This is an optimization exercise on Yosys and OpenROAD, whose aim is small area, a short achievable clock period and few clock cycles per item, not a production implementation. Only simulation tests tie the RTL to the original design; equivalence was not proved. No activity file was given, so power comes from the tool's default toggle rates.

== build 12 ==
==> flow/design.v <==
module cpu16_core #(
  parameter logic [11:0] RESET_PC = 12'h000
) (
  input  logic        CLOCK_50,
  input  logic        reset,
  input  logic [15:0] inst,
  output logic [11:0] pc,
  output logic        retire,
  output logic        halted,
  input  logic [3:0]  dbg_sel,
  output logic [15:0] dbg_data
);
  logic [15:0] regs [1:15];
  logic [15:1] vld;            
  logic [15:0] hi;
  logic [7:0]  plo;
  logic        running;       
  logic        mul2;          
  logic [11:0] dpc;           
  logic        ev, ewen, ebr, emul1, emul2, ehalt, eadd;
  logic [3:0]  eop, erd;
  logic [15:0] ea, eb;
  wire [3:0] op = inst[15:12];
  wire [3:0] aaddr = (op == 4'hB) ? inst[11:8] : inst[7:4];
  wire [3:0] baddr = halted ? dbg_sel : inst[3:0];
  logic [15:0] rfa, rfb, res, sum;
  logic        sub, lt;
  always_comb begin
    rfa = '0;
    rfb = '0;
    for (int i = 1; i < 16; i++) begin
      if (aaddr == 4'(i) && vld[i]) rfa = regs[i];
      if (baddr == 4'(i) && vld[i]) rfb = regs[i];
    end
  end
  assign dbg_data = rfb;
  wire e_taken = ebr && ea == 16'd0;
  wire [3:0] rc = inst[11:8];
  wire d_bz = op == 4'hB && rc != 4'd0;
  wire d_bz_fold = eadd && erd == rc;
  wire add_zero = ((ea ^ eb) ^ {ea[14:0] | eb[14:0], 1'b0}) == 16'd0;
  wire d_bz_taken = d_bz && d_bz_fold && add_zero;
  wire d_ok = running && !e_taken;
  wire d_mul1 = op == 4'h9 && !mul2;
  wire [15:0] a_v = (ewen && erd == aaddr) ? res : rfa;
  wire [15:0] b_r = (ewen && erd == inst[3:0]) ? res : rfb;
  logic [15:0] b_v;
  always_comb begin
    case (op)
      4'h6, 4'h7, 4'hB: b_v = {8'd0, inst[7:0]};
      4'h9:             b_v = mul2 ? {b_r[7:0], b_r[15:8]} : b_r;
      4'h8:             b_v = {12'd0, inst[3:0]};
      4'hD:             b_v = {{8{inst[7]}}, inst[7:0]};
      default:          b_v = b_r;
    endcase
  end
  wire d_wen = (op <= 4'hA || op == 4'hD) && inst[11:8] != 4'd0 && !d_mul1;
  always_comb begin
    if (reset)                                 pc = RESET_PC;
    else if (e_taken)                          pc = {4'h0, eb[7:0]};
    else if (!running || op == 4'hF || d_mul1) pc = dpc;
    else if (op == 4'hC)                       pc = inst[11:0];
    else if (op == 4'hB && (rc == 4'd0 || d_bz_taken)) pc = {4'h0, inst[7:0]};
    else                                       pc = dpc + 12'd1;
  end
  wire [7:0]  mb = eb[7:0];    
  wire [15:0] macc = emul2 ? hi : 16'd0;
  wire [23:0] prod = ea * mb + {8'd0, macc};
  assign sub = eop == 4'h1 || eop == 4'h5;
  assign sum = ea + (sub ? ~eb : eb) + {15'd0, sub};
  assign lt = (ea[15] ^ eb[15]) ? ea[15] : sum[15];
  wire        shr = eop == 4'h7;
  logic [15:0] sh_in, sh, sh_rev;
  always_comb begin
    for (int i = 0; i < 16; i++) sh_in[i] = shr ? ea[15 - i] : ea[i];
    sh = sh_in << eb[3:0];
    for (int i = 0; i < 16; i++) sh_rev[i] = sh[15 - i];
  end
  always_comb begin
    case (eop)
      4'h0, 4'h1, 4'h8: res = sum;
      4'h2:       res = ea & eb;
      4'h3:       res = ea | eb;
      4'h4:       res = ea ^ eb;
      4'h5:       res = {15'd0, lt};
      4'h6:       res = sh;
      4'h7:       res = sh_rev;
      4'h9:       res = {prod[7:0], plo};
      4'hA:       res = hi;
      default:    res = eb;
    endcase
  end
  assign retire = ev;
  always_ff @(posedge CLOCK_50) begin
    if (reset) begin
      running <= 1'b1;
      mul2    <= 1'b0;
      dpc     <= RESET_PC;
      ev      <= 1'b0;
      ewen    <= 1'b0;
      ebr     <= 1'b0;
      eadd    <= 1'b0;
      emul1   <= 1'b0;
      emul2   <= 1'b0;
      ehalt   <= 1'b0;
      halted  <= 1'b0;
      hi      <= '0;
    end else begin
      dpc   <= pc;
      ev    <= d_ok && !d_mul1;
      ewen  <= d_ok && d_wen;
      ebr   <= d_ok && d_bz && !d_bz_fold;
      eadd  <= d_ok && d_wen && (op == 4'h0 || op == 4'h8);
      emul1 <= d_ok && d_mul1;
      emul2 <= d_ok && op == 4'h9 && mul2;
      ehalt <= d_ok && op == 4'hF;
      if (d_ok) mul2 <= d_mul1;
      if (d_ok && op == 4'hF) running <= 1'b0;
      if (emul1 || emul2) hi <= prod[23:8];
      if (ehalt) halted <= 1'b1;
    end
  end
  always_ff @(posedge CLOCK_50) begin
    eop <= op;
    erd <= inst[11:8];
    ea  <= a_v;
    eb  <= b_v;
    if (emul1) plo <= prod[7:0];
  end
  always_ff @(posedge CLOCK_50) begin
    for (int i = 1; i < 16; i++) begin
      if (ewen && erd == 4'(i)) regs[i] <= res;
      if (reset) vld[i] <= 1'b0;
      else if (ewen && erd == 4'(i)) vld[i] <= 1'b1;
    end
  end
endmodule
Settings: LEC_CHECK=0, CAP_MARGIN=20, CORE_MARGIN=2, CORE_UTILIZATION=40, CTS_CLUSTER_DIAMETER=80, CTS_CLUSTER_SIZE=25, SETUP_SLACK_MARGIN=3.9, SLEW_MARGIN=20, TNS_END_PERCENT=0; clock period 10.0 ns.
standard.sh (not shown) runs the stock make flow with config.mk's settings and CLKGATE_MAP_FILE= SYNTH_SCRIPT=/design/flow/synth_recipe.tcl, a recipe that flattens the netlist after the stock synthesis.
==> flow/flow/run.sh <==
#!/bin/bash
# The standard layout (standard.sh, unchanged steps and settings), except that the port
# buffers are buf_2 cells instead of the delay buffers buffer_ports picks by default.
set -euo pipefail
export BUFFER_PORTS_ARGS="-buffer_cell sky130_fd_sc_hd__buf_2"
bash standard.sh > standard.log 2>&1
Testbench counts of build 12, summed over its fixed seeds: cycles 12,139, instrs 10,943.
Input changes introduced in build 96 (baseline for comparison: build 12):
Settings: removing TNS_END_PERCENT (formerly 0).
Results
Re area overhead of the layout relative to synthesis: build 96 is 2.0 points up on build 12. Build 12 → build 96: fraction of power spent switching nets held; final cell count went up 26; multi-input gate share of the layout cell area went down 0.47 points.
Modified inputs, build 29 compared to build 96
==> flow/run.sh (new file) <==
#!/bin/bash
# synth_recipe.tcl (not shown) runs the flow's synth.tcl, then flattens the netlist and writes it again
# the make line also repeats each setting of config.mk as NAME=value (left out here)
make -C /OpenROAD-flow-scripts/flow DESIGN_CONFIG=/design/flow/config.mk WORK_HOME=/design/flow/orfs CLKGATE_MAP_FILE= SYNTH_SCRIPT=/design/flow/synth_recipe.tcl finish
removed: flow/flow/run.sh
removed: flow/standard.sh
--- outcome ---
- Setup WNS build 96 -> build 29: worse
- Total met3 wirelength after detailed routing on build 29 is up relative to build 96.
- According to the power report, total power for build 29 is higher than for build 96.
- The clock network fraction of total power of build 29 exceeds that of build 96 by 1.5 points.
- The buffering stage count on the worst path with inverters included reported for build 29 is greater than that of build 96 by 2.
- For build 96, the source of the critical timing path was inst[1], unlike build 29, where it was inst[3].
- Of build 29 and build 96, build 29 shows the higher final core utilization, with build 96 below it.
- Chip width came out exactly the same in build 29 and build 96.
- From build 96 to build 29 the numbers moved as follows: global-route usage over all layers picked up an extra 2.1 points; iteration count of the initial detailed-routing pass picked up an extra 1.
- On multi-input logic cell count, build 29 and build 96 are neck and neck.
Inputs modified between build 29 and build 2:
Settings: SETUP_SLACK_MARGIN: 3.9 -> 4.0; TNS_END_PERCENT: unset -> 0.
==> flow/flow/run.sh (new file) <==
#!/bin/bash
# The standard layout (standard.sh, unchanged steps and settings), except that the port
# buffers are buf_2 cells instead of the delay buffers buffer_ports picks by default.
set -euo pipefail
export BUFFER_PORTS_ARGS="-buffer_cell sky130_fd_sc_hd__buf_2"
bash standard.sh > standard.log 2>&1
==> flow/standard.sh (new file) <==
#!/bin/bash
# synth_recipe.tcl (not shown) runs the flow's synth.tcl, then flattens the netlist and writes it again
# the make line also repeats each setting of config.mk as NAME=value (left out here)
make -C /OpenROAD-flow-scripts/flow DESIGN_CONFIG=/design/flow/config.mk WORK_HOME=/design/flow/orfs CLKGATE_MAP_FILE= SYNTH_SCRIPT=/design/flow/synth_recipe.tcl "${@:-finish}"
removed: flow/run.sh
[summary]
From build 29 to build 2 the numbers moved as follows: die area held steady; data arrival time at the worst-slack endpoint saw a decrease.
Max sequential share of layout area across build 29 and build 2: build 2
Comparing fill cell total of the finished layout for build 29 and build 2, the smaller number came from build 29.
A launch point of the critical path of inst[3] is what build 29 shows, while inst[2] belongs to build 2.
The worst-case setup margin in the final layout of build 2 exceeds that of build 29 by 70 ps.
Taking build 29 as the reference, in build 2 part of the power in registers has increased, global-route usage shrank by 1.7 points.

## afterwards: timing with drivers on the ports
The flow's constraints put no driver on any port. The routed layouts listed below were extracted and timed again, unchanged, in two steps. Step 1 (the two cells are an assumption about what drives the block):
set clk [get_ports {CLOCK_50}]
set_driving_cell -lib_cell sky130_fd_sc_hd__clkbuf_16 $clk
set_driving_cell -lib_cell sky130_fd_sc_hd__buf_2 [delete_from_list [all_inputs] $clk]
Step 2 also shifts input and output timing later by t, the mid clock arrival at the registers, as if the neighbouring blocks saw the same clock. Three values: ideal ports, drivers, drivers and shift; two values: the first two.
run	t (ns)	setup WS [ns]	worst hold slack (ns)	worst setup path after step 2	worst slew at a driven data input, ns
build 12	0.635	3.812 / 3.789 / 3.789	0.446 / 0.446 / 0.446	input to output	0.04
build 96	0.637	3.878 / 3.828 / 3.828	0.445 / 0.445 / 0.445	input to output	0.06
build 29	0.663	3.810 / 3.756 / 3.756	0.465 / 0.465 / 0.465	input to output	0.06
build 2	0.651	3.880 / 3.840 / 3.840	0.449 / 0.449 / 0.449	input to output	0.04
After both steps every run listed still meets setup and hold. The setup slack of build 29, which loses most, moves by -0.054 ns with the drivers and by -0.054 ns with both steps.
